This design comes from an exercise in tuning for small area on the open sky130 flow, not from production work.
Function was checked by simulation only, so behaviour that the tests miss may differ from the original.
Power is estimated from default activity; no workload was simulated.

`design/flow/design.v`:
```
package lc3b_types;
    typedef logic [15:0]  lc3b_word;
    typedef logic [127:0] l1_cache_line;
    localparam logic [1:0] ST_IDLE      = 2'd0;
    localparam logic [1:0] ST_READ_MISS = 2'd1;
    localparam logic [1:0] ST_DRAIN     = 2'd2;
endpackage
module victim_buffer_cam #(
    parameter int DEPTH  = 4,
    parameter int ADDR_W = 16
) (
    input  logic [DEPTH-1:0]             valid,
    input  logic [DEPTH-1:0][ADDR_W-1:0] entry_addr,
    input  logic [ADDR_W-1:0]            lookup_addr,
    output logic [DEPTH-1:0]             hit_vec,
    output logic                         hit
);
    always_comb begin
        hit_vec = '0;
        for (int i = 0; i < DEPTH; i++) begin
            hit_vec[i] = valid[i] && (entry_addr[i] == lookup_addr);
        end
    end
    assign hit = |hit_vec;
endmodule
module victim_write_buffer #(
    parameter int DEPTH  = 4,
    parameter int ADDR_W = 16,   
    parameter int LINE_W = 128,  
    localparam int CW    = $clog2(DEPTH + 1),
    localparam int PW    = $clog2(DEPTH)
) (
    input  logic              clk,
    input  logic              reset,
    input  logic              source_read,
    input  logic              source_write,
    input  logic [ADDR_W-1:0] source_addr,
    input  logic [LINE_W-1:0] source_data,
    output logic              out_resp,
    output logic [LINE_W-1:0] out_rdata,
    output logic              pmem_read,
    output logic              pmem_write,
    output logic [ADDR_W-1:0] pmem_addr,
    output logic [LINE_W-1:0] pmem_wdata,
    input  logic              pmem_resp,
    input  logic [LINE_W-1:0] pmem_rdata,
    output logic [CW-1:0]     count,
    output logic              full
);
    logic [DEPTH-1:0][ADDR_W-1:0] addr_q;
    logic [DEPTH-1:0][LINE_W-1:0] data_q;
    logic [PW-1:0]                head_q;
    logic [CW-1:0]                count_q;
    logic                         rmiss_q, drain_q;
    logic              idle;
    logic [PW-1:0]     rel [DEPTH];
    logic [DEPTH-1:0]  valid, head_dec;
    logic [DEPTH-1:0]  hit_vec, sel;
    logic              hit, sel_mem;
    logic              wr_only, push, pop;
    logic [LINE_W-1:0] line_mux;
    logic [ADDR_W-1:0] addr_mux;
    assign idle    = !rmiss_q && !drain_q;
    assign count   = count_q;
    assign full    = count_q[CW-1];
    assign wr_only = source_write && !source_read;
    always_comb begin
        for (int i = 0; i < DEPTH; i++) begin
            rel[i]      = PW'(i) - head_q;
            valid[i]    = CW'(rel[i]) < count_q;
            head_dec[i] = (head_q == PW'(i));
        end
    end
    victim_buffer_cam #(
        .DEPTH  (DEPTH),
        .ADDR_W (ADDR_W)
    ) u_cam (
        .valid       (valid),
        .entry_addr  (addr_q),
        .lookup_addr (source_addr),
        .hit_vec     (hit_vec),
        .hit         (hit)
    );
    always_comb begin
        for (int i = 0; i < DEPTH; i++)
            sel[i] = (idle && hit_vec[i]) || (drain_q && head_dec[i]);
        sel_mem = !(|sel);
        line_mux = {LINE_W{sel_mem}} & pmem_rdata;
        addr_mux = {ADDR_W{!drain_q}} & source_addr;
        for (int i = 0; i < DEPTH; i++) begin
            line_mux = line_mux | ({LINE_W{sel[i]}} & data_q[i]);
            addr_mux = addr_mux | ({ADDR_W{drain_q && head_dec[i]}} & addr_q[i]);
        end
    end
    assign out_rdata  = line_mux;
    assign pmem_wdata = line_mux;
    assign pmem_addr  = addr_mux;
    assign out_resp   = !reset && ((idle && (source_read ? (hit || pmem_resp)
                                                         : (source_write && (hit || !full))))
                                   || (rmiss_q && pmem_resp));
    assign pmem_read  = !reset && ((idle && source_read && !hit) || rmiss_q);
    assign pmem_write = !reset && drain_q;
    assign push = idle && wr_only && !hit && !full;
    assign pop  = drain_q && pmem_resp;
    always_ff @(posedge clk or posedge reset) begin
        if (reset) begin
            head_q  <= '0;
            count_q <= '0;
            rmiss_q <= 1'b0;
            drain_q <= 1'b0;
        end else begin
            if (idle) begin
                rmiss_q <= source_read && !hit && !pmem_resp;
                drain_q <= source_read ? 1'b0
                         : source_write ? (!hit && full)
                         : (count_q != '0);
            end else begin
                if (pmem_resp) begin
                    rmiss_q <= 1'b0;
                    drain_q <= 1'b0;
                end
            end
            if (push) count_q <= count_q + 1'b1;
            if (pop) begin
                count_q <= count_q - 1'b1;
                head_q  <= head_q + 1'b1;
            end
        end
    end
    always_ff @(posedge clk) begin
        for (int i = 0; i < DEPTH; i++) begin
            if (!valid[i]) addr_q[i] <= source_addr;
            if (!valid[i] || (idle && wr_only && hit_vec[i])) data_q[i] <= source_data;
        end
    end
endmodule
```
`design/flow/constraint.sdc`:
```
create_clock -name core_clock -period 10.0 [get_ports {clk}]
set_input_delay 2.0000 -clock core_clock [delete_from_list [all_inputs] [get_ports {clk}]]
set_output_delay 2.0000 -clock core_clock [all_outputs]
set_load 0.01 [all_outputs]
```
`design/flow/config.mk`:
```
export PLATFORM = sky130hd
export DESIGN_NAME = victim_write_buffer
export DESIGN_NICKNAME = victim_write_buffer
export VERILOG_FILES = /design/flow/design.v
export SDC_FILE = /design/flow/constraint.sdc
export NUM_CORES = 4
export LEC_CHECK = 0
export CAP_MARGIN = 20
export CORE_MARGIN = 2
export CORE_UTILIZATION = 40
export SLEW_MARGIN = 20
export BUFFER_PORTS_ARGS = -buffer_cell sky130_fd_sc_hd__buf_1
```
`design/flow/flow/run.sh`:
```
#!/bin/bash
set -e
cp standard.sh standard.sh.orig.log 2>/dev/null || true
cat >> config.mk <<'EOC'
export BUFFER_PORTS_ARGS = -buffer_cell sky130_fd_sc_hd__buf_1
EOC
bash standard.sh > standard_flow.log 2>&1
```
`design/flow/standard.sh`:
```
#!/bin/bash
# synth_recipe.tcl (not shown) runs the flow's synth.tcl, then flattens the netlist and writes it again
# the make line also repeats each setting of config.mk as NAME=value (left out here)
make -C /OpenROAD-flow-scripts/flow DESIGN_CONFIG=/design/flow/config.mk WORK_HOME=/design/flow/orfs CLKGATE_MAP_FILE= SYNTH_SCRIPT=/design/flow/synth_recipe.tcl "${@:-finish}"
```
==> impl_metrics.toml, run 1 <==
[status]
outcome = "no timing/DRC/antenna violations"

[synthesis]
synthAdderAreaFrac_pct = 0.4985
yosysWarnings = 3
synth_top_family_by_area = "compound AO/OA/AOI/OAI gates"
synthXorXnorAreaFrac_pct = 2.436
syn-cell-area_um2 = 24090
yosys.area_share.simple_pct = 2.010
synth_nets = 1852
synthMuxAreaShare_pct = 0.04155
synth_area_per_cell_um2 = 15.39
postSynthCellCount = 1566
synth_seq_area_share_pct = 72.52
ys_dominant_reg_cell = "edfxtp_1"
synth_edf_count = 576
async_flop_share_pct = 1.201
synth.distinct_cells = 48
ys_seq_elements = 583
synth_compound_area_share_pct = 14.36

[cells_and_area]
drive_gt1_share_pct = 6.980
syn2layout_area_growth_pct = 15.61
finish.utilization_pct = 47.02
final_cell_mix = "edfxtp_1, buf_1, a22oi_1"
nFillCells = 5256
multi_input_area_um2 = 4751
stdcell_count = 2796
seqCellArea_um2 = 17470
nets = 2258
layout_commonest_cell = "edfxtp_1"

[setup_path]
critPathLaunch = "source_addr[1]"
r2r_slack_ns = 5.41
reg2reg_from = "count_q[1]"
cp_top_family = "simple AND/OR/NAND/NOR gates"
worstPathCellList = "buf_1, xor2_1, nor4_1, nand2_1, o41ai_4, or4_4, buf_12, o211ai_1, buf_1"
r2r_cells = 8
worst_path_most_repeated_cell = "buf_1"
critPathArrivalTime_ns = 5.31
cp-end-kind = "output port"
cp.depth = 9
crit_required_ns = 8.00
crit_slowest_cell = "or4_4"
slowest_delay_ns = 0.79
worstSetupStartpointType = "input pin"
worstPathMaxFanout = 60
worstReg2RegEnd = "data_q[200]"
worstSetupPathType = "in -> out"
crit_buf_inv = 3

[detailed_routing]
vias = 14800
wl_um = 62460
vias_per_cell = 5.293
post-route-drc-count = 0
drt-pass1-iter-count = 8
wl_per_cell_um = 22.34
ant_nets = 0
drt_iter0_drc = 923

[grt]
grt_antenna_before_repair = 10
met1_usage_pct = 24.91
met3_usage_pct = 4.579
grt_pass1_wl_um = 92610
grt-ovfl-total = 0
grt_pass1_vias = 14920
grt_usage_pct = 19.44
gr-max-usage-layer = "met2"
grt_max_degree = 73
grt_util_met2_pct = 32.72

[min_path]
hold_end = "rmiss_q"
holdPathStages = 2
min-delay-start = "rmiss_q"
hold_class = "reg -> reg"

[timing]
fin_crit_sh_pct = 73.13
relSlewSlack_pct = 32.60
finalSetupViolations = 0
drv_slew = 0
hold_ws_ns = 0.6037
fin_worst_skew_ns = 0.02041
rsz0062_at_grt = "false"
fmax_ghz = 0.1367
hold_viol_final = 0
period_needed_ns = 7.313
fin_tns_setup_ns = 0
worstMarginPinSlew_ns = 1.011

[placement]
dpl.cell_count = 2685
port_buffers = 555
place_congestion = 0.8262
dp_hpwl_um = 39230

[pwr]
comb_power_share_pct = 35.8
p_per_area_nw_per_um2 = 383.3
intPower_mw = 6.539
leakage_nw = 9.017
p_switching_mw = 4.139
max-vdd-ir-drop_v = 0.0002940
finalPower_mw = 10.68
clockPowerShare_pct = 20.4
p_seq_share_pct = 43.8
swShare_pct = 38.76

[floorplanning]
ios = 556
core_area_um2 = 59240
die_w_um = 249.4
die_h_um = 249.4
start_util_pct = 40.67
die_area_um2 = 62210
num_rows = 89

[clocking]
cts_setup_buffers = 0
htreeDepth = 2
clockBufferDepth = 3
post_cts_resized = 0
clock-root-buffer = "clkbuf_16"
cts_tree = "yes"
holdBufCountCts = 0
clock_latency_ns = 0.63
path_clk_slew_ns = 0.06
cts_buffers = 58
clkSinkCount = 583

[job]
cap_violations = 0
[worst reg2reg max path, cell delays in order (launching register included)]
cell and delay (ns):
dfrtp_1 0.40, inv_1 0.15, ha_1 0.33, a21oi_1 0.04
o21ai_0 0.53, inv_1 0.54, or3_1 0.65, o21ai_4 0.64
buf_4 0.83
[metal layers]
layer / vias to the layer above / wire [um] / part of all wire [%]
met5: - / 84 / 0.13
met4: 14 / 1678 / 2.7
met3: 103 / 4456 / 7.1
met2: 556 / 30740 / 49
met1: 7371 / 25500 / 41
li1: 6755 / - / -
[power groups by stage]
stage	Sequential, mW	Combinational [mW]	Clock [mW]
2_1_floorplan	4.92	2.79	0
3_3_place_gp	4.68	3.91	0
3_5_place_dp	4.73	3.91	0
4_1_cts	4.69	3.92	2.22
5_1_grt	4.79	4.14	2.32
6_report	4.68	3.82	2.18
[flip-flops by register name, indices dropped and copies added, names as in the netlist]
name and cells:
addr_q 64, count_q 3, data_q 512, drain_q 1
head_q 2, rmiss_q 1
[synth_stat cells, types with 2 or more instances]
| library cell | instances | share of area (%) |
|---|---|---|
| a21oi_1 | 7 | 0.15 |
| a22oi_1 | 284 | 8.8 |
| a31o_1 | 2 | 0.073 |
| a41oi_1 | 3 | 0.11 |
| and2_1 | 5 | 0.13 |
| and3_1 | 4 | 0.10 |
| buf_1 | 5 | 0.078 |
| buf_2 | 39 | 0.81 |
| buf_4 | 132 | 4.1 |
| buf_6 | 5 | 0.23 |
| clkbuf_1 | 47 | 0.73 |
| dfrtp_1 | 7 | 0.73 |
| edfxtp_1 | 576 | 72 |
| ha_1 | 8 | 0.42 |
| inv_1 | 137 | 2.1 |
| nand2_1 | 28 | 0.44 |
| nand3_1 | 17 | 0.35 |
| nand4_1 | 11 | 0.29 |
| nor2_1 | 15 | 0.23 |
| nor3_1 | 3 | 0.062 |
| nor4_1 | 8 | 0.21 |
| o211ai_1 | 97 | 3.0 |
| o211ai_2 | 30 | 1.6 |
| o21ai_0 | 4 | 0.083 |
| o21bai_1 | 2 | 0.062 |
| o22ai_1 | 2 | 0.052 |
| or3_1 | 2 | 0.052 |
| xnor2_1 | 34 | 1.2 |
| xor2_1 | 33 | 1.2 |
[how the worst max path moves through the flow]
stage / end / slack (ns)
final: pmem_wdata[25] / 2.69
after global routing: out_rdata[25] / 2.41
after CTS: pmem_wdata[49] / 2.71
after detailed placement: pmem_wdata[49] / 2.72
after global placement: out_rdata[49] / 2.76
after floorplan: data_q[128] / 0.55
[per-stage QoR]
stage	worst slack, ns	instance area, um^2
global route	2.414	27850
global placement	2.755	25950
CTS	2.707	27850
floorplan	0.5537	24100
detailed placement	2.719	25950
finish	2.687	27850
[cells by family (layout without fill, tap and decap cells)]
group / count (synthesis) / in the layout
multiplexers: 1 / 1
buffers and inverters: 367 / 821
AO/OA/AOI/OAI: 441 / 441
other: 0 / 3
flip-flops: 583 / 583
XOR/XNOR: 67 / 67
AND/OR/NAND/NOR: 98 / 98
adder cells (fa/ha/maj): 9 / 9
[layout make-up]
| class | count | area share [%] |
|---|---|---|
| well taps | 773 | 3.472 |
| diodes | 3 | 0.02695 |
| clock inverters | 30 | 1.325 |
| multi-input cells | 616 | 17.06 |
| flip-flops and latches | 583 | 62.73 |
| inverters | 139 | 1.873 |
| clock buffers | 78 | 5.480 |
| repair buffers | 574 | 8.036 |
==> run 2, diff against run 1 <==
==> design/flow/run.sh (new file) <==
#!/bin/bash
# synth_recipe.tcl (not shown) runs the flow's synth.tcl, then flattens the netlist and writes it again
# the make line also repeats each setting of config.mk as NAME=value (left out here)
make -C /OpenROAD-flow-scripts/flow DESIGN_CONFIG=/design/flow/config.mk WORK_HOME=/design/flow/orfs CLKGATE_MAP_FILE= SYNTH_SCRIPT=/design/flow/synth_recipe.tcl finish
--- a/design/flow/config.mk
+++ b/design/flow/config.mk
@@ -9,4 +9,3 @@
 export CORE_MARGIN = 2
 export CORE_UTILIZATION = 40
 export SLEW_MARGIN = 20
-export BUFFER_PORTS_ARGS = -buffer_cell sky130_fd_sc_hd__buf_1
removed: design/flow/flow/run.sh
removed: design/flow/standard.sh
==> impl_metrics.toml, run 2 <==
[timing]
fin_worst_skew_ns = 0.01440
drv_slew = 0
fin_crit_sh_pct = 79.02
finalSetupViolations = 0
worstMarginPinSlew_ns = 1.028
period_needed_ns = 7.902
hold_viol_final = 0
setup_ws_ns = 2.098
relSlewSlack_pct = 31.44
rsz0062_at_grt = "false"
fin_tns_setup_ns = 0
fmax_ghz = 0.1266

[setup_path]
cp-end-kind = "output port"
critPathArrivalTime_ns = 5.90
worstReg2RegEnd = "data_q[288]"
worstPathMaxFanout = 128
worstSetupStartpointType = "input pin"
r2r_cells = 10
reg2reg_from = "head_q[0]"
worstSetupPathType = "in -> out"
critPathLaunch = "source_addr[1]"
cp-endpoint = "out_rdata[65]"
r2r_slack_ns = 5.48
crit_required_ns = 8.00

[grt]
grt_usage_pct = 20.72
grt_antenna_before_repair = 14
grt_max_degree = 129
grt-ovfl-total = 0
grt_pass1_wl_um = 97780
grt_pass1_vias = 15470

[detailed_routing]
wl_per_cell_um = 23.69
wl_um = 66440
post-route-drc-count = 0
vias_per_cell = 5.338
drt_iter0_drc = 1002
ant_nets = 0
drt-pass1-iter-count = 5
vias = 14970

[synthesis]
synth_common_cells = "edfxtp_1, a22oi_1, inv_1, buf_4, o211ai_1"
yosysTopAreaCell = "edfxtp_1"
postSynthCellCount = 1566
synth_edf_count = 576
synth_seq_area_share_pct = 72.52
ys_dominant_reg_cell = "edfxtp_1"
async_flop_share_pct = 1.201
synth_area_per_cell_um2 = 15.39
synthTopCellsByArea = "edfxtp_1, a22oi_1, buf_4"
synth_nets = 1852
syn-cell-area_um2 = 24090
ys_seq_elements = 583
yosys.area.top_type_share_pct = 71.79
yosysWarnings = 3
yosys.cell_count.top_type = "edfxtp_1"
synth.distinct_cells = 48

[clocking]
cts_tree = "yes"
path_clk_slew_ns = 0.06
holdBufCountCts = 0
clock_latency_ns = 0.61
cts_setup_buffers = 0
post_cts_resized = 0
cts_buffers = 60
htreeDepth = 2
clockBufferDepth = 3
clkSinkCount = 583
clock-root-buffer = "clkbuf_16"

[floorplanning]
die_area_um2 = 62210
start_util_pct = 40.67
die_w_um = 249.4
core_area_um2 = 59240
die_h_um = 249.4
num_rows = 89
ios = 556

[status]
outcome = "no timing/DRC/antenna violations"

[cells_and_area]
drive_gt1_share_pct = 7.065
final_cell_mix = "edfxtp_1, clkdlybuf4s50_1, a22oi_1"
nets = 2261
top_regs = "data_q: 512 flops, addr_q: 64 flops, count_q: 3 flops"
syn2layout_area_growth_pct = 30.00
layout_commonest_cell = "edfxtp_1"
finish.utilization_pct = 52.87
largest_register_ffs = 512
regMostFlops = "data_q"

[placement]
dp_hpwl_um = 41720
place_congestion = 0.8338
port_buffers = 555
pre_cts_ws_ns = 2.099

[pwr]
finalPower_mw = 11.80
max-vdd-ir-drop_v = 0.0002215
p_per_area_nw_per_um2 = 376.8
leakage_nw = 10.51

[min_path]
holdPathStages = 2
hold_class = "reg -> reg"

[job]
cap_violations = 0
run 2: routing by layer:
layer | up-vias | wire length (um) | GRT usage, %
li1 | 6782 | - | -
met1 | 7495 | 26410 | 26.37
met2 | 567 | 33560 | 35.19
met3 | 111 | 4908 | 5.111
met4 | 18 | 1438 | 5.955
met5 | - | 118 | 0
run 2: layout make-up:
class | count | area [um^2]
inverters | 139 | 521.8
well taps | 773 | 967.2
diodes | 8 | 20.02
clock buffers | 75 | 1609
clock inverters | 36 | 205.2
multi-input cells | 616 | 4751
fillers | 4933 | 27920
repair buffers | 575 | 5776
flip-flops and latches | 583 | 17470
run 2: worst max-delay path, cell delays in order:
cell and delay (ns):
clkdlybuf4s50_1 0.61, xor2_1 0.28, nor4_1 0.39, nand2_1 0.18, o41ai_4 0.45, buf_12 0.49, a22oi_1 0.24, o211ai_1 0.35
clkdlybuf4s50_1 0.66
run 2: cell families after synthesis:
family | share of synthesized area (%)
adder cells (fa/ha/maj) | 0.4986
flip-flops | 72.52
XOR/XNOR | 2.436
buffers and inverters | 8.132
AO/OA/AOI/OAI | 14.36
AND/OR/NAND/NOR | 2.010
multiplexers | 0.04155
run 2: power breakdown:
group	internal [mW]	switching, mW	total [mW]
combinational	2.11	2.95	5.06
sequential	4.32	0.367	4.68
clock	1.16	0.899	2.06
run 2: worst min path at each step:
stage                  from  endpoint  slack, ns
floorplan           rmiss_q   rmiss_q       0.52
CTS                 rmiss_q   rmiss_q       0.61
global route        rmiss_q   rmiss_q       0.65
finish              rmiss_q   rmiss_q       0.61
detailed placement  rmiss_q   rmiss_q       0.59
global placement    rmiss_q   rmiss_q       0.56
run 2: stage by stage:
stage	hold WS, ns	cell area, um^2	instances
global route	0.6487	31310	2801
CTS	0.6053	31300	2797
detailed placement	0.5908	29490	2686
global placement	0.5630	29460	2685
floorplan	0.5166	24100	1566
finish	0.6052	31320	2805
==> run 3, diff against run 2 <==
==> design/flow/flow/run.sh (new file) <==
#!/bin/bash
set -e
cat >> config.mk <<'EOC'
export BUFFER_PORTS_ARGS = -buffer_cell sky130_fd_sc_hd__buf_1
export CTS_ARGS = -sink_clustering_enable -repair_clock_nets -dont_use_dummy_load -buf_list {sky130_fd_sc_hd__clkbuf_4 sky130_fd_sc_hd__clkbuf_8}
EOC
bash standard.sh > standard_flow.log 2>&1
==> design/flow/standard.sh (new file) <==
#!/bin/bash
# synth_recipe.tcl (not shown) runs the flow's synth.tcl, then flattens the netlist and writes it again
# the make line also repeats each setting of config.mk as NAME=value (left out here)
make -C /OpenROAD-flow-scripts/flow DESIGN_CONFIG=/design/flow/config.mk WORK_HOME=/design/flow/orfs CLKGATE_MAP_FILE= SYNTH_SCRIPT=/design/flow/synth_recipe.tcl "${@:-finish}"
--- a/design/flow/config.mk
+++ b/design/flow/config.mk
@@ -9,3 +9,5 @@
 export CORE_MARGIN = 2
 export CORE_UTILIZATION = 40
 export SLEW_MARGIN = 20
+export BUFFER_PORTS_ARGS = -buffer_cell sky130_fd_sc_hd__buf_1
+export CTS_ARGS = -sink_clustering_enable -repair_clock_nets -dont_use_dummy_load -buf_list {sky130_fd_sc_hd__clkbuf_4 sky130_fd_sc_hd__clkbuf_8}
removed: design/flow/run.sh
==> impl_metrics.toml, run 3 <==
[synthesis]
synthTopCellsByArea = "edfxtp_1, a22oi_1, buf_4"
synth.distinct_cells = 48
syn-cell-area_um2 = 24090
synth_nets = 1852
ys_dominant_reg_cell = "edfxtp_1"
yosys.cell_count.top_type = "edfxtp_1"
yosys.area.top_type_share_pct = 71.79
synth_seq_area_share_pct = 72.52
synth_edf_count = 576
synth_common_cells = "edfxtp_1, a22oi_1, inv_1, buf_4, o211ai_1"
yosysTopAreaCell = "edfxtp_1"
ys_seq_elements = 583
yosysWarnings = 3
async_flop_share_pct = 1.201
synth_area_per_cell_um2 = 15.39
postSynthCellCount = 1566

[setup_path]
worstSetupPathType = "in -> out"
crit_slowest_cell = "or4_4"
cp_top_family = "simple AND/OR/NAND/NOR gates"
cp-end-kind = "output port"
crit_buf_inv = 3
crit_required_ns = 8.00
worstPathMaxFanout = 60
worstPathCellList = "buf_1, xor2_1, nor4_1, nand2_1, o41ai_4, or4_4, buf_12, o211ai_1, buf_1"
worstSetupStartpointType = "input pin"
critPathArrivalTime_ns = 5.35
slowest_delay_ns = 0.77
worst_path_most_repeated_cell = "buf_1"

[pwr]
p_per_area_nw_per_um2 = 371.7
leakage_nw = 8.779
swShare_pct = 39.65
p_seq_share_pct = 46.2
max-vdd-ir-drop_v = 0.0002171
p_switching_mw = 4.018
intPower_mw = 6.117
clockPowerShare_pct = 16.2
comb_power_share_pct = 37.7

[min_path]
hold_class = "reg -> reg"

[placement]
postPlaceCellArea_um2 = 25950
dp_hpwl_um = 39230
dpl.cell_count = 2685
pre_cts_ws_ns = 2.719
port_buffers = 555
place_congestion = 0.8262

[timing]
fmax_ghz = 0.1360
finalSetupViolations = 0
drv_slew = 0
fin_tns_setup_ns = 0
worstMarginPinSlew_ns = 1.017
fin_crit_sh_pct = 73.50
fin_worst_skew_ns = 0.07128
setup_ws_ns = 2.650
hold_viol_final = 0
relSlewSlack_pct = 32.20
period_needed_ns = 7.350
rsz0062_at_grt = "false"

[clocking]
htreeDepth = 3
clockBufferDepth = 3
clkSinkCount = 583
clock_latency_ns = 0.69
post_cts_resized = 0
path_clk_slew_ns = 0.06
cts_tree = "yes"
cts_buffers = 95
holdBufCountCts = 0
clock-root-buffer = "clkbuf_8"
cts_setup_buffers = 0

[cells_and_area]
nFillCells = 5321
nets = 2295
stdcell_count = 2784
syn2layout_area_growth_pct = 13.18
largest_register_ffs = 512
final_cell_area_um2 = 27270
regMostFlops = "data_q"
finish.utilization_pct = 46.03
final_cell_mix = "edfxtp_1, buf_1, a22oi_1"
top_regs = "data_q: 512 flops, addr_q: 64 flops, count_q: 3 flops"
drive_gt1_share_pct = 7.823
layout_commonest_cell = "edfxtp_1"

[grt]
grt_max_degree = 73
grt_pass1_vias = 15180
grt_pass1_wl_um = 92590
grt_usage_pct = 19.54
grt_antenna_before_repair = 11
grt-ovfl-total = 0

[job]
cap_violations = 0

[floorplanning]
die_area_um2 = 62210
start_util_pct = 40.67
die_h_um = 249.4
die_w_um = 249.4
num_rows = 89
ios = 556
core_area_um2 = 59240

[detailed_routing]
wl_per_cell_um = 22.42
vias_per_cell = 5.349
post-route-drc-count = 0
drt_iter0_drc = 868
wl_um = 62420
drt-pass1-iter-count = 5
vias = 14890
ant_nets = 0

[status]
outcome = "no timing/DRC/antenna violations"
run 3: cell families (layout without fill, tap and decap cells):
| group | count (synthesis) | in the layout | synth area share, % |
|---|---|---|---|
| other cells | 0 | 4 | 0 |
| simple gates | 98 | 98 | 2.010 |
| flops | 583 | 583 | 72.52 |
| fa+ha+maj | 9 | 9 | 0.4986 |
| xor+xnor | 67 | 67 | 2.436 |
| mux | 1 | 1 | 0.04155 |
| buf+inv | 367 | 808 | 8.132 |
| compound gates | 441 | 441 | 14.36 |
run 3: layout make-up:
class / instances / area, um^2 / area share, %
Sequential cell: 583 / 17470 / 64.08
Tap cell: 773 / 967.2 / 3.547
Timing Repair Buffer: 574 / 2238 / 8.209
Clock buffer: 95 / 1308 / 4.795
Inverter: 139 / 521.8 / 1.913
Antenna cell: 4 / 10.01 / 0.03671
Multi-Input combinational cell: 616 / 4751 / 17.42
run 3: per-layer routing:
metal | wire length [um] | track usage, % | part of all wire, % | vias up
met5 | 91 | 0 | 0.15 | -
met4 | 1529 | 7.866 | 2.4 | 14
met3 | 4860 | 4.892 | 7.8 | 105
met2 | 30930 | 32.18 | 50 | 621
met1 | 25000 | 24.77 | 40 | 7386
li1 | - | - | - | 6766
run 3: final timing paths:
| path | startpoint | endpoint | slack (ns) | cells after the start |
|---|---|---|---|---|
| worst max register to register | count_q[1] | data_q[210] | 5.39 | 8 |
| worst max-delay path | source_addr[1] | pmem_wdata[25] | 2.65 | 9 |
| min in group asynchronous | reset | count_q[2] | 1.33 | 2 |
| worst min register to register | rmiss_q | rmiss_q | 0.60 | 2 |
| worst min-delay path | rmiss_q | rmiss_q | 0.60 | 2 |
| max in group asynchronous | reset | head_q[1] | 8.44 | 2 |
run 3: worst register-to-register path: stages, from the launching register on:
cell and delay, ns:
dfrtp_1 0.40, inv_1 0.15, ha_1 0.33, a21oi_1 0.04, o21ai_0 0.53, inv_1 0.55
or3_1 0.66, o21ai_4 0.63, buf_4 0.83
run 3: metrics by stage:
step                      hold WS [ns]  power (mW)
after detailed placement        0.5810       8.642
after CTS                       0.5964       10.30
after global placement          0.5812       8.586
final                           0.5979       10.14
after global routing            0.6319       10.73
after floorplan                 0.5166       7.711
run 3: power by group through the flow:
stage	registers [mW]	logic, mW	clock network [mW]
6_report	4.68	3.82	1.64
5_1_grt	4.79	4.14	1.80
4_1_cts	4.69	3.92	1.69
3_5_place_dp	4.73	3.91	0
3_3_place_gp	4.68	3.91	0
2_1_floorplan	4.92	2.79	0
==> run 4, diff against run 3 <==
--- a/design/flow/design.v
+++ b/design/flow/design.v
@@ -22,6 +22,21 @@
         end
     end
     assign hit = |hit_vec;
+endmodule
+module victim_buffer_mux #(
+    parameter int DEPTH = 4,
+    parameter int W     = 128
+) (
+    input  logic [DEPTH-1:0]        sel,
+    input  logic                    sel_alt,
+    input  logic [DEPTH-1:0][W-1:0] entry,
+    input  logic [W-1:0]            alt,
+    output logic [W-1:0]            out
+);
+    always_comb begin
+        out = {W{sel_alt}} & alt;
+        for (int i = 0; i < DEPTH; i++) out = out | ({W{sel[i]}} & entry[i]);
+    end
 endmodule
 module victim_write_buffer #(
     parameter int DEPTH  = 4,
@@ -85,13 +100,27 @@
         for (int i = 0; i < DEPTH; i++)
             sel[i] = (idle && hit_vec[i]) || (drain_q && head_dec[i]);
         sel_mem = !(|sel);
-        line_mux = {LINE_W{sel_mem}} & pmem_rdata;
-        addr_mux = {ADDR_W{!drain_q}} & source_addr;
-        for (int i = 0; i < DEPTH; i++) begin
-            line_mux = line_mux | ({LINE_W{sel[i]}} & data_q[i]);
-            addr_mux = addr_mux | ({ADDR_W{drain_q && head_dec[i]}} & addr_q[i]);
-        end
     end
+    victim_buffer_mux #(
+        .DEPTH (DEPTH),
+        .W     (LINE_W)
+    ) u_line_mux (
+        .sel     (sel),
+        .sel_alt (sel_mem),
+        .entry   (data_q),
+        .alt     (pmem_rdata),
+        .out     (line_mux)
+    );
+    victim_buffer_mux #(
+        .DEPTH (DEPTH),
+        .W     (ADDR_W)
+    ) u_addr_mux (
+        .sel     ({DEPTH{drain_q}} & head_dec),
+        .sel_alt (!drain_q),
+        .entry   (addr_q),
+        .alt     (source_addr),
+        .out     (addr_mux)
+    );
     assign out_rdata  = line_mux;
     assign pmem_wdata = line_mux;
     assign pmem_addr  = addr_mux;
==> design/flow/flow/run.sh (replaced) <==
#!/bin/bash
# The standard layout (standard.sh, unchanged synthesis) with area-lean
# settings: port buffers use the smallest buffer cell, and CTS clusters the
# flip-flops under clkbuf_8 leaves without dummy loads.
set -e
cat >> config.mk <<'EOC'
export BUFFER_PORTS_ARGS = -buffer_cell sky130_fd_sc_hd__buf_1
export CTS_ARGS = -sink_clustering_enable -repair_clock_nets -dont_use_dummy_load -buf_list {sky130_fd_sc_hd__clkbuf_8} -sink_clustering_size 15 -sink_clustering_max_diameter 60
EOC
bash standard.sh > standard_flow.log 2>&1
==> design/flow/config.mk (replaced) <==
export PLATFORM = sky130hd
export DESIGN_NAME = victim_write_buffer
export DESIGN_NICKNAME = victim_write_buffer
export VERILOG_FILES = /design/flow/design.v
export SDC_FILE = /design/flow/constraint.sdc
export NUM_CORES = 4
export LEC_CHECK = 0
export CAP_MARGIN = 20
export CORE_MARGIN = 2
export CORE_UTILIZATION = 60
export SLEW_MARGIN = 20
export SYNTH_HIERARCHICAL = 1
export BUFFER_PORTS_ARGS = -buffer_cell sky130_fd_sc_hd__buf_1
export CTS_ARGS = -sink_clustering_enable -repair_clock_nets -dont_use_dummy_load -buf_list {sky130_fd_sc_hd__clkbuf_8} -sink_clustering_size 15 -sink_clustering_max_diameter 60
==> impl_metrics.toml, run 4 <==
[status]
outcome = "no timing/DRC/antenna violations"

[grt]
grt_usage_pct = 28.84
grt_antenna_before_repair = 14
grt-ovfl-total = 0
grt_pass1_vias = 13810
grt_max_degree = 129
grt_pass1_wl_um = 86770

[synthesis]
synth_compound_area_share_pct = 11.39
ys_dominant_reg_cell = "edfxtp_1"
yosys.cell_count.top_type = "edfxtp_1"
synthMuxAreaShare_pct = 0.04283
synth_top_family_by_area = "compound AO/OA/AOI/OAI gates"
postSynthCellCount = 1391
synthAdderAreaFrac_pct = 0.5139
syn-cell-area_um2 = 23370
synthXorXnorAreaFrac_pct = 2.511
ys_seq_elements = 583
yosys.area_share.simple_pct = 3.855
synth.distinct_cells = 40
synth_area_per_cell_um2 = 16.80
synth_common_cells = "edfxtp_1, nand2_1, a222oi_1, a22oi_1, buf_4"
yosys.area.top_type_share_pct = 74.01
synth_nets = 1677
synth_seq_area_share_pct = 74.76
async_flop_share_pct = 1.201
synthTopCellsByArea = "edfxtp_1, a222oi_1, a22oi_1"
yosysTopAreaCell = "edfxtp_1"
synth_edf_count = 576
yosysWarnings = 11

[setup_path]
r2r_slack_ns = 5.90
worstPathMaxFanout = 77
r2r_cells = 12
critPathArrivalTime_ns = 5.87
worstSetupPathType = "in -> out"
crit_required_ns = 8.00
cp-end-kind = "output port"
worstReg2RegEnd = "data_q[269]"
reg2reg_from = "head_q[0]"
worstSetupStartpointType = "input pin"

[timing]
period_needed_ns = 7.869
setup_ws_ns = 2.131
finalSetupViolations = 0
worstMarginPinSlew_ns = 1.106
fin_crit_sh_pct = 78.69
drv_slew = 0
relSlewSlack_pct = 26.28
hold_viol_final = 0
fin_tns_setup_ns = 0
fin_worst_skew_ns = 0.04350
rsz0062_at_grt = "false"
fmax_ghz = 0.1271

[clocking]
clock_latency_ns = 0.63
clockBufferDepth = 3
cts_buffers = 46
clkSinkCount = 583
clock-root-buffer = "clkbuf_8"
holdBufCountCts = 0
path_clk_slew_ns = 0.09
cts_setup_buffers = 0
cts_tree = "yes"
htreeDepth = 2
post_cts_resized = 0

[placement]
pre_cts_ws_ns = 2.207
dpl.cell_count = 2264
dp_hpwl_um = 38220
port_buffers = 555
postPlaceCellArea_um2 = 24720
place_congestion = 0.8394

[cells_and_area]
regMostFlops = "data_q"
stdcell_count = 2321
layout_commonest_cell = "edfxtp_1"
top_regs = "data_q: 512 flops, addr_q: 64 flops, count_q: 3 flops"
syn2layout_area_growth_pct = 8.582
drive_gt1_share_pct = 4.743
final_cell_mix = "edfxtp_1, buf_1, nand2_1"
nets = 2080
final_cell_area_um2 = 25380
largest_register_ffs = 512

[pwr]
leakage_nw = 8.034
p_per_area_nw_per_um2 = 369.4
finalPower_mw = 9.374
max-vdd-ir-drop_v = 0.0003522

[detailed_routing]
vias = 14320
post-route-drc-count = 0
wl_per_cell_um = 25.98
drt_iter0_drc = 1750
ant_nets = 0
vias_per_cell = 6.169
wl_um = 60300
drt-pass1-iter-count = 8

[floorplanning]
die_h_um = 201.4
start_util_pct = 60.61
ios = 556
die_w_um = 201.4
core_area_um2 = 38560
die_area_um2 = 40550
num_rows = 72

[min_path]
holdPathStages = 2
hold_end = "head_q[1]"
min-delay-start = "head_q[1]"
hold_class = "reg -> reg"

[job]
cap_violations = 0
[run 4: cells by family after synthesis]
family                   after synthesis
buffers and inverters                224
AO/OA/AOI/OAI                        308
AND/OR/NAND/NOR                      199
adder cells (fa/ha/maj)                9
XOR/XNOR                              67
flip-flops                           583
multiplexers                           1
[run 4: worst max-delay path by stage]
| stage | startpoint | end | slack, ns | depth (start not counted) |
|---|---|---|---|---|
| after floorplan | head_q[0] | data_q[256] | 2.56 | 6 |
| after global placement | source_addr[0] | pmem_wdata[48] | 2.25 | 10 |
| after detailed placement | source_addr[1] | pmem_wdata[55] | 2.21 | 10 |
| after CTS | source_addr[1] | pmem_wdata[55] | 2.20 | 10 |
| after global routing | source_addr[1] | pmem_wdata[74] | 1.95 | 10 |
| final | source_addr[0] | pmem_wdata[74] | 2.13 | 10 |
[run 4: cell type report]
class / count / area [um^2]
fillers: 2844 / 13180
repair buffers: 569 / 2201
diodes: 11 / 27.53
inverters: 10 / 37.54
flip-flops and latches: 583 / 17470
clock buffers: 46 / 633.1
well taps: 518 / 648.1
multi-input cells: 584 / 4358
[run 4: worst max-delay path, stage by stage]
cell,delay (ns)
buf_1,0.37
xor2_1,0.14
nor4_1,0.41
nand4_1,0.19
nor4_2,0.45
a21o_4,0.66
buf_4,0.92
a222oi_1,0.22
nand2_1,0.20
buf_1,0.18
[run 4: through the flow]
stage,utilization (%),hold WS (ns)
floorplan,-,0.5223
global placement,64.10,0.5746
detailed placement,64.10,0.5717
CTS,65.75,0.5940
global route,65.78,0.6500
finish,65.82,0.5933
[run 4: power breakdown]
part / leakage (nW) / switching, mW / total [mW] / internal [mW]
Combinational: 2.23 / 2.72 / 3.68 / 0.962
Clock: 0.331 / 0.712 / 1.12 / 0.412
Sequential: 5.48 / 0.359 / 4.57 / 4.21
[run 4: per-layer routing]
layer	vias to the layer above	global-route usage [%]	routed length, um
li1	6300	-	-
met2	737	47.87	30640
met5	-	0	71
met4	10	10.64	1795
met3	106	6.365	5194
met1	7166	37.77	22590
==> run 5, diff against run 4 <==
--- a/design/flow/config.mk
+++ b/design/flow/config.mk
@@ -7,7 +7,7 @@
 export LEC_CHECK = 0
 export CAP_MARGIN = 20
 export CORE_MARGIN = 2
-export CORE_UTILIZATION = 60
+export CORE_UTILIZATION = 40
 export SLEW_MARGIN = 20
 export SYNTH_HIERARCHICAL = 1
 export BUFFER_PORTS_ARGS = -buffer_cell sky130_fd_sc_hd__buf_1
==> impl_metrics.toml, run 5 <==
[synthesis]
synthMuxAreaShare_pct = 0.04283
yosys.area_share.simple_pct = 3.855
ys_seq_elements = 583
async_flop_share_pct = 1.201
yosysTopAreaCell = "edfxtp_1"
postSynthCellCount = 1391
synth_nets = 1677
yosys.area.top_type_share_pct = 74.01
yosysWarnings = 11
synth_top_family_by_area = "compound AO/OA/AOI/OAI gates"
yosys.cell_count.top_type = "edfxtp_1"
synth_edf_count = 576
synth.distinct_cells = 40
synth_compound_area_share_pct = 11.39
ys_dominant_reg_cell = "edfxtp_1"
synthTopCellsByArea = "edfxtp_1, a222oi_1, a22oi_1"
synth_area_per_cell_um2 = 16.80
syn-cell-area_um2 = 23370
synthAdderAreaFrac_pct = 0.5139
synth_seq_area_share_pct = 74.76
synthXorXnorAreaFrac_pct = 2.511
synth_common_cells = "edfxtp_1, nand2_1, a222oi_1, a22oi_1, buf_4"

[detailed_routing]
drt_iter0_drc = 1479
ant_nets = 0
wl_per_cell_um = 24.34
drt-pass1-iter-count = 7
vias = 14280
wl_um = 62620
post-route-drc-count = 0
vias_per_cell = 5.549

[clocking]
clockBufferDepth = 3
path_clk_slew_ns = 0.07
post_cts_resized = 0
cts_buffers = 49
htreeDepth = 2
cts_setup_buffers = 0
clock-root-buffer = "clkbuf_8"
holdBufCountCts = 0
cts_tree = "yes"
clock_latency_ns = 0.64
clkSinkCount = 583

[grt]
grt_pass1_vias = 13900
grt-ovfl-total = 0
grt_pass1_wl_um = 88640
grt_antenna_before_repair = 15
grt_usage_pct = 19.65
grt_max_degree = 74

[setup_path]
worstPathCellList = "buf_1, xor2_1, nor4_1, nand4_1, nor4_2, a21o_4, nor4_2, buf_4, a222oi_1, nand2_1, buf_1"
worstPathMaxFanout = 73
crit_slowest_cell = "a21o_4"
worstSetupStartpointType = "input pin"
cp-end-kind = "output port"
crit_required_ns = 8.00
slowest_delay_ns = 0.49
worstSetupPathType = "in -> out"
critPathArrivalTime_ns = 5.54

[cells_and_area]
drive_gt1_share_pct = 5.167
syn2layout_area_growth_pct = 10.16
layout_commonest_cell = "edfxtp_1"
top_regs = "data_q: 512 flops, addr_q: 64 flops, count_q: 3 flops"
nets = 2088
finish.utilization_pct = 44.62
final_cell_mix = "edfxtp_1, buf_1, nand2_1"
nFillCells = 5188
largest_register_ffs = 512
regMostFlops = "data_q"

[timing]
relSlewSlack_pct = 30.43
finalSetupViolations = 0
hold_viol_final = 0
fin_crit_sh_pct = 75.37
period_needed_ns = 7.537
drv_slew = 0
worstMarginPinSlew_ns = 1.043
fmax_ghz = 0.1327
setup_ws_ns = 2.463
rsz0062_at_grt = "false"
fin_worst_skew_ns = 0.06914
fin_tns_setup_ns = 0

[floorplanning]
die_h_um = 245.7
start_util_pct = 40.51
num_rows = 88
die_area_um2 = 60380
core_area_um2 = 57700
ios = 556
die_w_um = 245.7

[min_path]
hold_class = "reg -> reg"

[placement]
pre_cts_ws_ns = 2.382
place_congestion = 0.8029
dp_hpwl_um = 40120
port_buffers = 555

[job]
cap_violations = 0

[status]
outcome = "no timing/DRC/antenna violations"

[pwr]
p_per_area_nw_per_um2 = 367.4
leakage_nw = 8.079
p_switching_mw = 3.847
p_seq_share_pct = 48.2
intPower_mw = 5.612
swShare_pct = 40.67
comb_power_share_pct = 39.6
max-vdd-ir-drop_v = 0.0002123
clockPowerShare_pct = 12.2
-- run 5: cell counts after synthesis --
Identical to the previous run, type by type.
-- run 5: final timing paths --
| kind | start | slack (ns) | cells past startpoint | end |
|---|---|---|---|---|
| max | source_addr[1] | 2.46 | 11 | pmem_wdata[11] |
| min | head_q[1] | 0.59 | 2 | head_q[1] |
| max reg2reg | head_q[0] | 5.83 | 12 | data_q[323] |
| min reg2reg | head_q[1] | 0.59 | 2 | head_q[1] |
| max in group asynchronous | reset | 8.39 | 2 | count_q[2] |
| min in group asynchronous | reset | 1.37 | 2 | rmiss_q |
-- run 5: layout make-up --
type | instances | area [um^2] | area share (%)
flip-flops and latches | 583 | 17470 | 67.87
multi-input cells | 584 | 4358 | 16.93
repair buffers | 574 | 2226 | 8.646
well taps | 765 | 957.2 | 3.718
clock buffers | 49 | 674.4 | 2.620
inverters | 10 | 37.54 | 0.1458
diodes | 8 | 20.02 | 0.07776
-- run 5: logic make-up (layout without fill, tap and decap cells) --
logic type      after synthesis  after routing
xor+xnor                     67             67
mux                           1              1
flops                       583            583
buf+inv                     224            633
fa+ha+maj                     9              9
compound gates              308            308
simple gates                199            199
other cells                   0              8
-- run 5: per-stage QoR --
stage               power (mW)  instances  instance area (um^2)  hold WS [ns]
global placement         8.370       2516                 25050        0.5603
finish                   9.459       2573                 25740        0.5853
global route             10.01       2571                 25740        0.6468
detailed placement       8.429       2516                 25050        0.5809
CTS                      9.577       2565                 25720        0.5923
floorplan                7.568       1391                 23370        0.5223
-- run 5: worst max-delay path, delay by kind of cell --
family / cells / cell delay (ns)
xor gates and xnor gates: 1 / 0.13
AOI/OAI and AO/OA: 2 / 0.93
and+or+nand+nor: 5 / 1.38
buffers and inverters: 3 / 1.01
-- run 5: power groups by stage --
stage / clock [mW] / combinational, mW / sequential, mW
after floorplan: 0 / 2.81 / 4.76
after global placement: 0 / 3.80 / 4.57
after detailed placement: 0 / 3.81 / 4.62
after CTS: 1.20 / 3.81 / 4.57
after global routing: 1.29 / 4.06 / 4.66
final: 1.15 / 3.74 / 4.56
-- run 5: per-layer routing --
metal  routed length, um  global-route usage [%]
met3                5513                   4.878
met2               30190                   31.47
met4                1873                   7.540
met1               24960                   25.83
met5                  89                       0
==> run 6, diff against run 5 <==
==> design/flow/flow/run.sh (replaced) <==
#!/bin/bash
# The standard layout (standard.sh, unchanged synthesis) with area-lean
# settings: port buffers use the smallest buffer cell, and CTS clusters the
# flip-flops under clkbuf_8 leaves without dummy loads.
set -e
cat >> config.mk <<'EOC'
export BUFFER_PORTS_ARGS = -buffer_cell sky130_fd_sc_hd__buf_1
export CTS_ARGS = -sink_clustering_enable -repair_clock_nets -dont_use_dummy_load -buf_list {sky130_fd_sc_hd__clkbuf_8} -sink_clustering_size 20 -sink_clustering_max_diameter 60
EOC
bash standard.sh > standard_flow.log 2>&1
--- a/design/flow/config.mk
+++ b/design/flow/config.mk
@@ -11,4 +11,4 @@
 export SLEW_MARGIN = 20
 export SYNTH_HIERARCHICAL = 1
 export BUFFER_PORTS_ARGS = -buffer_cell sky130_fd_sc_hd__buf_1
-export CTS_ARGS = -sink_clustering_enable -repair_clock_nets -dont_use_dummy_load -buf_list {sky130_fd_sc_hd__clkbuf_8} -sink_clustering_size 15 -sink_clustering_max_diameter 60
+export CTS_ARGS = -sink_clustering_enable -repair_clock_nets -dont_use_dummy_load -buf_list {sky130_fd_sc_hd__clkbuf_8} -sink_clustering_size 20 -sink_clustering_max_diameter 60
==> impl_metrics.toml, run 6 <==
[floorplanning]
die_area_um2 = 60380
core_area_um2 = 57700
die_h_um = 245.7
start_util_pct = 40.51
die_w_um = 245.7
ios = 556
num_rows = 88

[setup_path]
worstSetupStartpointType = "input pin"
worstPathMaxFanout = 73
worstSetupPathType = "in -> out"
cp-end-kind = "output port"
crit_required_ns = 8.00
critPathArrivalTime_ns = 5.53

[timing]
rsz0062_at_grt = "false"
finalSetupViolations = 0
drv_slew = 0
worstMarginPinSlew_ns = 1.043
period_needed_ns = 7.531
fin_crit_sh_pct = 75.31
fin_tns_setup_ns = 0
fmax_ghz = 0.1328
fin_worst_skew_ns = 0.07894
relSlewSlack_pct = 30.41
hold_viol_final = 0

[clocking]
holdBufCountCts = 0
post_cts_resized = 0
clockBufferDepth = 3
clkSinkCount = 583
clock-root-buffer = "clkbuf_8"
path_clk_slew_ns = 0.07
cts_setup_buffers = 0
cts_buffers = 43
cts_tree = "yes"
htreeDepth = 2
clock_latency_ns = 0.64

[synthesis]
synth_seq_area_share_pct = 74.76
yosys.cell_count.top_type = "edfxtp_1"
synth_area_per_cell_um2 = 16.80
syn-cell-area_um2 = 23370
synth_edf_count = 576
async_flop_share_pct = 1.201
synth.distinct_cells = 40
ys_dominant_reg_cell = "edfxtp_1"
ys_seq_elements = 583
postSynthCellCount = 1391
yosys.area.top_type_share_pct = 74.01
synth_nets = 1677
synthTopCellsByArea = "edfxtp_1, a222oi_1, a22oi_1"
yosysWarnings = 11
synth_common_cells = "edfxtp_1, nand2_1, a222oi_1, a22oi_1, buf_4"
yosysTopAreaCell = "edfxtp_1"

[grt]
grt-ovfl-total = 0
grt_antenna_before_repair = 15
grt_pass1_vias = 13850
grt_pass1_wl_um = 88270
grt_usage_pct = 19.57
grt_max_degree = 74

[detailed_routing]
wl_met2_um = 30010
wl_met3_um = 5844
wl_per_cell_um = 24.21
drt_iter0_drc = 1406
dr.max_layer_used = "met5"
wl_met1_um = 24140
vias = 14120
drt-pass1-iter-count = 10
vias_per_cell = 5.499
post-route-drc-count = 0
wl_um = 62150
ant_nets = 0

[pwr]
swShare_pct = 40.73
p_switching_mw = 3.819
comb_power_share_pct = 39.9
max-vdd-ir-drop_v = 0.0002227
p_seq_share_pct = 48.6
leakage_nw = 8.036
intPower_mw = 5.558
p_per_area_nw_per_um2 = 365.4
clockPowerShare_pct = 11.5

[cells_and_area]
top_regs = "data_q: 512 flops, addr_q: 64 flops, count_q: 3 flops"
final_cell_area_um2 = 25660
drive_gt1_share_pct = 4.849
regMostFlops = "data_q"
largest_register_ffs = 512
syn2layout_area_growth_pct = 9.802
layout_commonest_cell = "edfxtp_1"
finish.utilization_pct = 44.48
nets = 2082
final_cell_mix = "edfxtp_1, buf_1, nand2_1"

[job]
cap_violations = 0

[placement]
place_congestion = 0.8029
postPlaceCellArea_um2 = 25050
dp_hpwl_um = 40120
port_buffers = 555

[min_path]
hold_class = "reg -> reg"

[status]
outcome = "no timing/DRC/antenna violations"
[run 6: cell counts after synthesis]
Identical to the previous run, type by type.
[run 6: power by group through the flow]
stage	clock network (mW)	registers (mW)	logic [mW]
global route	1.21	4.66	4.06
CTS	1.12	4.56	3.81
finish	1.08	4.56	3.74
floorplan	0	4.76	2.81
global placement	0	4.57	3.80
detailed placement	0	4.62	3.81
[run 6: area by class of cell]
| class | count | area [um^2] |
|---|---|---|
| timing repair buffer | 574 | 2226 |
| inverter | 10 | 37.54 |
| fill | 5188 | 32030 |
| antenna | 8 | 20.02 |
| multi-input combinational | 584 | 4358 |
| clock buffer | 43 | 591.8 |
| tap | 765 | 957.2 |
| sequential | 583 | 17470 |
[run 6: cells by family (layout without fill, tap and decap cells)]
kind of cell	Yosys count	count (layout)	share of synthesized area [%]
simple gates	199	199	3.855
xor+xnor	67	67	2.511
compound gates	308	308	11.39
buf+inv	224	627	6.933
fa+ha+maj	9	9	0.5140
flops	583	583	74.76
other cells	0	8	0
mux	1	1	0.04283
[run 6: worst paths after layout]
kind / startpoint / end / slack [ns] / cells past startpoint
setup reg to reg: count_q[1] / data_q[147] / 5.85 / 9
min in group asynchronous: reset / rmiss_q / 1.37 / 2
hold / removal: head_q[1] / head_q[1] / 0.59 / 2
setup / recovery: source_addr[0] / pmem_wdata[11] / 2.47 / 11
hold reg to reg: head_q[1] / head_q[1] / 0.59 / 2
max in group asynchronous: reset / count_q[2] / 8.36 / 2
[run 6: layer usage]
layer / up-vias / global-route usage, %
met5: - / 0
met4: 14 / 7.825
met3: 115 / 4.595
met2: 731 / 31.41
met1: 6953 / 25.71
li1: 6304 / -
[run 6: worst max-delay path, stage by stage]
cell	delay (ns)
buf_1	0.35
xor2_1	0.13
nor4_1	0.35
nand4_1	0.18
nor4_2	0.38
a21o_4	0.50
nor4_2	0.12
buf_4	0.41
a222oi_1	0.45
nand2_1	0.32
buf_1	0.23
[run 6: metrics by stage]
step	setup slack, ns	cells	power, mW	hold WS, ns
5_1_grt	2.176	2565	9.934	0.6467
3_3_place_gp	2.392	2516	8.370	0.5603
3_5_place_dp	2.382	2516	8.429	0.5809
6_report	2.469	2567	9.378	0.5851
2_1_floorplan	2.555	1391	7.568	0.5223
4_1_cts	2.397	2559	9.503	0.5922
==> run 7, diff against run 6 <==
--- a/design/flow/design.v
+++ b/design/flow/design.v
@@ -68,7 +68,6 @@
     logic [CW-1:0]                count_q;
     logic                         rmiss_q, drain_q;
     logic              idle;
-    logic [PW-1:0]     rel [DEPTH];
     logic [DEPTH-1:0]  valid, head_dec;
     logic [DEPTH-1:0]  hit_vec, sel;
     logic              hit, sel_mem;
@@ -81,9 +80,13 @@
     assign wr_only = source_write && !source_read;
     always_comb begin
         for (int i = 0; i < DEPTH; i++) begin
-            rel[i]      = PW'(i) - head_q;
-            valid[i]    = CW'(rel[i]) < count_q;
             head_dec[i] = (head_q == PW'(i));
+        end
+        for (int i = 0; i < DEPTH; i++) begin
+            valid[i] = count_q[2]
+                    || (head_dec[i] && (count_q[1] || count_q[0]))
+                    || (head_dec[(i + 3) % 4] && count_q[1])
+                    || (head_dec[(i + 2) % 4] && count_q[1] && count_q[0]);
         end
     end
     victim_buffer_cam #(
@@ -149,10 +152,10 @@
                     drain_q <= 1'b0;
                 end
             end
-            if (push) count_q <= count_q + 1'b1;
+            if (push) count_q <= {count_q[1] & count_q[0], count_q[1] ^ count_q[0], !count_q[0]};
             if (pop) begin
-                count_q <= count_q - 1'b1;
-                head_q  <= head_q + 1'b1;
+                count_q <= {1'b0, !(count_q[1] ^ count_q[0]), !count_q[0]};
+                head_q  <= {head_q[1] ^ head_q[0], !head_q[0]};
             end
         end
     end
--- a/design/flow/config.mk
+++ b/design/flow/config.mk
@@ -7,7 +7,7 @@
 export LEC_CHECK = 0
 export CAP_MARGIN = 20
 export CORE_MARGIN = 2
-export CORE_UTILIZATION = 40
+export CORE_UTILIZATION = 60
 export SLEW_MARGIN = 20
 export SYNTH_HIERARCHICAL = 1
 export BUFFER_PORTS_ARGS = -buffer_cell sky130_fd_sc_hd__buf_1
==> impl_metrics.toml, run 7 <==
[placement]
dp_hpwl_um = 38990
place_congestion = 0.8314
port_buffers = 555

[setup_path]
crit_required_ns = 8.00
crit_slowest_cell = "a21o_4"
cp_top_family = "compound AO/OA/AOI/OAI gates"
worstPathMaxFanout = 54
slowest_delay_ns = 0.66
crit_buf_inv = 3
worstSetupPathType = "in -> out"
reg2reg_from = "count_q[1]"
worstSetupStartpointType = "input pin"
worstPathCellList = "buf_1, xor2_1, nor4_1, nand4_1, nor4_2, a21o_4, nor4_4, buf_4, a222oi_1, nand2_1, buf_1"
critPathArrivalTime_ns = 5.23
worst_path_most_repeated_cell = "buf_1"
cp-end-kind = "output port"
critPathLaunch = "source_addr[1]"

[timing]
drv_slew = 0
hold_viol_final = 0
worstMarginPinSlew_ns = 1.064
fin_worst_skew_ns = 0.04772
fmax_ghz = 0.1384
finalSetupViolations = 0
relSlewSlack_pct = 29.10
period_needed_ns = 7.227
fin_tns_setup_ns = 0
fin_crit_sh_pct = 72.27
rsz0062_at_grt = "false"

[grt]
grt_max_degree = 129
grt_pass1_wl_um = 87820
grt_antenna_before_repair = 26
grt_pass1_vias = 13830
grt-ovfl-total = 0
grt_usage_pct = 29.30

[detailed_routing]
post-route-drc-count = 0
vias_per_cell = 6.205
wl_um = 60670
ant_nets = 0
drt-pass1-iter-count = 9
vias = 14410
wl_per_cell_um = 26.13
drt_iter0_drc = 1542

[clocking]
path_clk_slew_ns = 0.08
post_cts_resized = 0
holdBufCountCts = 0
clkSinkCount = 583
cts_tree = "yes"
clock_latency_ns = 0.63
cts_buffers = 37
cts_setup_buffers = 0
htreeDepth = 2
clockBufferDepth = 3
clock-root-buffer = "clkbuf_8"

[cells_and_area]
nets = 2071
drive_gt1_share_pct = 4.591
nFillCells = 2821
layout_commonest_cell = "edfxtp_1"
final_cell_mix = "edfxtp_1, buf_1, nand2_1"
top_regs = "data_q: 512 flops, addr_q: 64 flops, count_q: 3 flops"
largest_register_ffs = 512
regMostFlops = "data_q"
syn2layout_area_growth_pct = 8.466

[job]
cap_violations = 0

[synthesis]
yosys.area.top_type_share_pct = 74.16
synth_seq_area_share_pct = 74.91
yosysWarnings = 10
synthXorXnorAreaFrac_pct = 2.479
yosys.cell_count.top_type = "edfxtp_1"
async_flop_share_pct = 1.201
synth_top_family_by_area = "compound AO/OA/AOI/OAI gates"
synth_nets = 1669
synthMuxAreaShare_pct = 0.04828
synthTopCellsByArea = "edfxtp_1, a222oi_1, a22oi_1"
synth_common_cells = "edfxtp_1, nand2_1, a222oi_1, a22oi_1, buf_4"
ys_dominant_reg_cell = "edfxtp_1"
synth_area_per_cell_um2 = 16.83
syn-cell-area_um2 = 23320
yosysTopAreaCell = "edfxtp_1"
synthAdderAreaFrac_pct = 0.3219
synth.distinct_cells = 34
yosys.area_share.simple_pct = 3.766
ys_seq_elements = 583
synth_compound_area_share_pct = 11.51
synth_edf_count = 576
postSynthCellCount = 1386

[pwr]
intPower_mw = 5.702
finalPower_mw = 9.415
max-vdd-ir-drop_v = 0.0002130
p_seq_share_pct = 51.9
p_per_area_nw_per_um2 = 372.2
p_switching_mw = 3.714
comb_power_share_pct = 37.3
leakage_nw = 8.294
clockPowerShare_pct = 10.9
swShare_pct = 39.44

[floorplanning]
die_w_um = 201.2
core_area_um2 = 38470
start_util_pct = 60.63
num_rows = 72
ios = 556
die_area_um2 = 40460
die_h_um = 201.2

[min_path]
hold_class = "reg -> reg"
min-delay-start = "head_q[0]"

[status]
outcome = "no timing/DRC/antenna violations"
-- run 7: changes by cell type after synthesis, moves of 3 or more --
cell,change
inv_1,+3
nor2_1,-3
a221oi_1,+4
and2_1,+4
a21o_1,+4
and2_2,-4
-- run 7: final cells by class --
class / instances / area, um^2 / area share (%)
Antenna cell: 18 / 45.04 / 0.1781
Multi-Input combinational cell: 577 / 4320 / 17.08
Timing Repair Buffer: 576 / 2253 / 8.908
Clock buffer: 37 / 509.2 / 2.013
Tap cell: 518 / 648.1 / 2.562
Sequential cell: 583 / 17470 / 69.07
Inverter: 13 / 48.80 / 0.1929
-- run 7: worst paths after layout --
kind                                 endpoint  slack [ns]  depth (start not counted)
max in group asynchronous           head_q[0]        8.33                          2
min in group asynchronous          count_q[2]        1.40                          2
worst min-delay path                head_q[0]        0.57                          1
worst max register to register    data_q[494]        5.64                         11
worst min register to register      head_q[0]        0.57                          1
worst max-delay path            out_rdata[76]        2.77                         11
-- run 7: power by group through the flow --
stage	clock network [mW]	logic, mW	registers [mW]
2_1_floorplan	0	2.61	5.01
3_3_place_gp	0	3.54	4.88
3_5_place_dp	0	3.53	4.95
4_1_cts	1.05	3.55	4.89
5_1_grt	1.13	3.77	5.00
6_report	1.02	3.51	4.88
-- run 7: stage by stage --
step	setup WS (ns)	hold slack (ns)	cells	area (um^2)	util, %
final	2.773	0.5682	2322	25300	65.76
after global routing	2.485	0.5929	2319	25290	65.74
after CTS	2.821	0.5625	2304	25250	65.65
after detailed placement	2.841	0.5472	2267	24740	64.32
after global placement	2.878	0.5310	2267	24740	64.32
after floorplan	3.918	0.4980	1386	23320	-
-- run 7: per-layer routing --
metal  up-vias  GRT usage [%]  wire, um
li1       6308              -         -
met1      7255          38.89     23340
met2       724          47.40     30320
met3       104          6.997      5292
met4        16          11.40      1602
met5         -              0       115
-- run 7: kinds of logic (layout without fill, tap and decap cells) --
kind of cell / count (synthesis) / after routing
flip-flops: 583 / 583
AO/OA/AOI/OAI: 310 / 310
buffers and inverters: 226 / 626
AND/OR/NAND/NOR: 194 / 194
XOR/XNOR: 66 / 66
adder cells (fa/ha/maj): 6 / 6
multiplexers: 1 / 1
other: 0 / 18
==> run 8, diff against run 7 <==
--- a/design/flow/config.mk
+++ b/design/flow/config.mk
@@ -7,7 +7,7 @@
 export LEC_CHECK = 0
 export CAP_MARGIN = 20
 export CORE_MARGIN = 2
-export CORE_UTILIZATION = 60
+export CORE_UTILIZATION = 80
 export SLEW_MARGIN = 20
 export SYNTH_HIERARCHICAL = 1
 export BUFFER_PORTS_ARGS = -buffer_cell sky130_fd_sc_hd__buf_1
==> impl_metrics.toml, run 8 <==
[setup_path]
r2r_cells = 12
cp-end-kind = "output port"
critPathArrivalTime_ns = 5.80
crit_required_ns = 8.00
worst_path_most_repeated_cell = "buf_1"
slowest_delay_ns = 0.74
worstSetupStartpointType = "input pin"
worstSetupPathType = "in -> out"
worstPathCellList = "buf_1, xor2_1, nor4_1, nand4_1, nor4_2, a21o_4, nor4_4, buf_4, a222oi_1, nand2_1, buf_1"
worstPathMaxFanout = 72
crit_slowest_cell = "a21o_4"

[clocking]
post_cts_resized = 0
holdBufCountCts = 0
clkSinkCount = 583
clock_latency_ns = 0.58
cts_setup_buffers = 0
htreeDepth = 2
cts_buffers = 35
path_clk_slew_ns = 0.11
cts_tree = "yes"
clock-root-buffer = "clkbuf_8"
clockBufferDepth = 3

[timing]
worstMarginPinSlew_ns = 1.103
fin_tns_setup_ns = 0
hold_ws_ns = 0.5697
finalSetupViolations = 0
relSlewSlack_pct = 26.46
fin_crit_sh_pct = 78.03
hold_viol_final = 0
period_needed_ns = 7.803
fmax_ghz = 0.1282
setup_ws_ns = 2.197
fin_worst_skew_ns = 0.04343
drv_slew = 0
rsz0062_at_grt = "false"

[pwr]
finalPower_mw = 9.444
leakage_nw = 8.269
max-vdd-ir-drop_v = 0.0002734
p_per_area_nw_per_um2 = 376.3

[floorplanning]
die_h_um = 174.7
die_area_um2 = 30530
die_w_um = 174.7
core_area_um2 = 28700
num_rows = 62
start_util_pct = 81.26
ios = 556

[cells_and_area]
drive_gt1_share_pct = 4.270
top_regs = "data_q: 512 flops, addr_q: 64 flops, count_q: 3 flops"
nFillCells = 1258
final_cell_mix = "edfxtp_1, buf_1, nand2_1"
layout_commonest_cell = "edfxtp_1"
regMostFlops = "data_q"
largest_register_ffs = 512
syn2layout_area_growth_pct = 7.597
nets = 2065

[synthesis]
synthTopCellsByArea = "edfxtp_1, a222oi_1, a22oi_1"
ys_dominant_reg_cell = "edfxtp_1"
synth_area_per_cell_um2 = 16.83
synth_edf_count = 576
yosysTopAreaCell = "edfxtp_1"
postSynthCellCount = 1386
async_flop_share_pct = 1.201
synth.distinct_cells = 34
yosys.cell_count.top_type = "edfxtp_1"
syn-cell-area_um2 = 23320
synth_seq_area_share_pct = 74.91
synth_common_cells = "edfxtp_1, nand2_1, a222oi_1, a22oi_1, buf_4"
ys_seq_elements = 583
yosysWarnings = 10
synth_nets = 1669
yosys.area.top_type_share_pct = 74.16

[placement]
port_buffers = 555
place_congestion = 0.8995
dp_hpwl_um = 39520
pre_cts_ws_ns = 2.340

[grt]
grt_antenna_before_repair = 18
grt_max_degree = 84
grt_pass1_vias = 14120
grt_pass1_wl_um = 85150
grt-ovfl-total = 0
grt_usage_pct = 37.84

[detailed_routing]
drt-pass1-iter-count = 10
drt_iter0_drc = 2405
post-route-drc-count = 0
vias = 15100
wl_um = 60230
vias_per_cell = 6.916
wl_per_cell_um = 27.59
ant_nets = 0

[status]
outcome = "no timing/DRC/antenna violations"

[min_path]
hold_class = "reg -> reg"
holdPathStages = 1

[job]
cap_violations = 0
-- run 8: cell counts after synthesis --
Identical to the previous run, type by type.
-- run 8: worst paths after layout --
path	from	to	slack (ns)
setup reg to reg	count_q[1]	data_q[279]	5.61
setup / recovery	source_addr[12]	pmem_wdata[29]	2.20
hold reg to reg	head_q[0]	head_q[0]	0.57
max in group asynchronous	reset	count_q[0]	8.37
hold / removal	head_q[0]	head_q[0]	0.57
min in group asynchronous	reset	head_q[1]	1.38
-- run 8: area by class of cell --
type	count	area, um^2	area share (%)
tap	384	480.5	1.915
timing repair buffer	572	2243	8.940
multi-input combinational	577	4320	17.22
inverter	13	48.80	0.1945
clock buffer	35	481.7	1.920
antenna	19	47.55	0.1895
sequential	583	17470	69.63
-- run 8: cells by family (layout without fill, tap and decap cells) --
group / Yosys count / in the layout / synth area share (%)
compound gates: 310 / 310 / 11.51
xor+xnor: 66 / 66 / 2.479
buf+inv: 226 / 620 / 6.963
fa+ha+maj: 6 / 6 / 0.3219
flops: 583 / 583 / 74.91
mux: 1 / 1 / 0.04828
simple gates: 194 / 194 / 3.766
other cells: 0 / 19 / 0
-- run 8: power breakdown --
part	switching [mW]	leakage (nW)	internal (mW)
clock network	0.654	0.252	0.319
logic	2.61	2.20	0.921
registers	0.474	5.82	4.47
total	3.74	8.27	5.71
-- run 8: routing by layer --
layer	wire (um)	track usage (%)	up-vias	part of all wire (%)
met2	30440	62.58	1313	51
met1	19210	48.58	7307	32
met4	3401	21.25	2	5.6
met3	7173	6.440	190	12
li1	-	-	6286	-
met5	13	0	-	0.022
-- run 8: through the flow --
stage | cells | cell area (um^2) | utilization, %
global placement | 2127 | 24520 | 85.42
CTS | 2162 | 25000 | 87.10
finish | 2183 | 25090 | 87.43
global route | 2181 | 25090 | 87.41
detailed placement | 2127 | 24520 | 85.42
floorplan | 1386 | 23320 | -
-- run 8: critical path: cells and delay by family --
| kind | cells | cell delay (ns) |
|---|---|---|
| AND/OR/NAND/NOR | 5 | 1.32 |
| AO/OA/AOI/OAI | 2 | 1.24 |
| XOR/XNOR | 1 | 0.15 |
| buffers and inverters | 3 | 0.97 |

afterwards: timing with drivers on the ports:
The results above use ideal ports. As a check the final layouts listed here were re-extracted and re-timed, cells and wires unchanged.
Step 1 (the two cells are an assumption about what drives the block):
set clk [get_ports {clk}]
set_driving_cell -lib_cell sky130_fd_sc_hd__clkbuf_16 $clk
set_driving_cell -lib_cell sky130_fd_sc_hd__buf_2 [delete_from_list [all_inputs] $clk]
Step 2 moves the port delays by t, midway between the first and last clock arrival at a register: inputs arrive t later, outputs are due t later. That takes back most of the time a late clock gives input paths.
a / b / c = ideal / step 1 / step 2; a / b = the first two.
run | t, ns | setup slack, ns | worst setup path after step 2
run 1 | 0.675 | 2.687 / 2.662 / 2.662 | input to output
run 2 | 0.662 | 2.098 / 2.058 / 2.058 | input to output
run 3 | 0.698 | 2.650 / 2.625 / 2.625 | input to output
run 4 | 0.665 | 2.131 / 2.099 / 2.099 | input to output
run 5 | 0.663 | 2.463 / 2.438 / 2.438 | input to output
run 6 | 0.651 | 2.469 / 2.445 / 2.445 | input to output
run 7 | 0.656 | 2.773 / 2.746 / 2.746 | input to output
run 8 | 0.606 | 2.197 / 2.155 / 2.155 | input to output
After both steps every run listed still meets setup and hold. The setup slack of run 8, which loses most, moves by -0.042 ns with the drivers and by -0.042 ns with both steps.
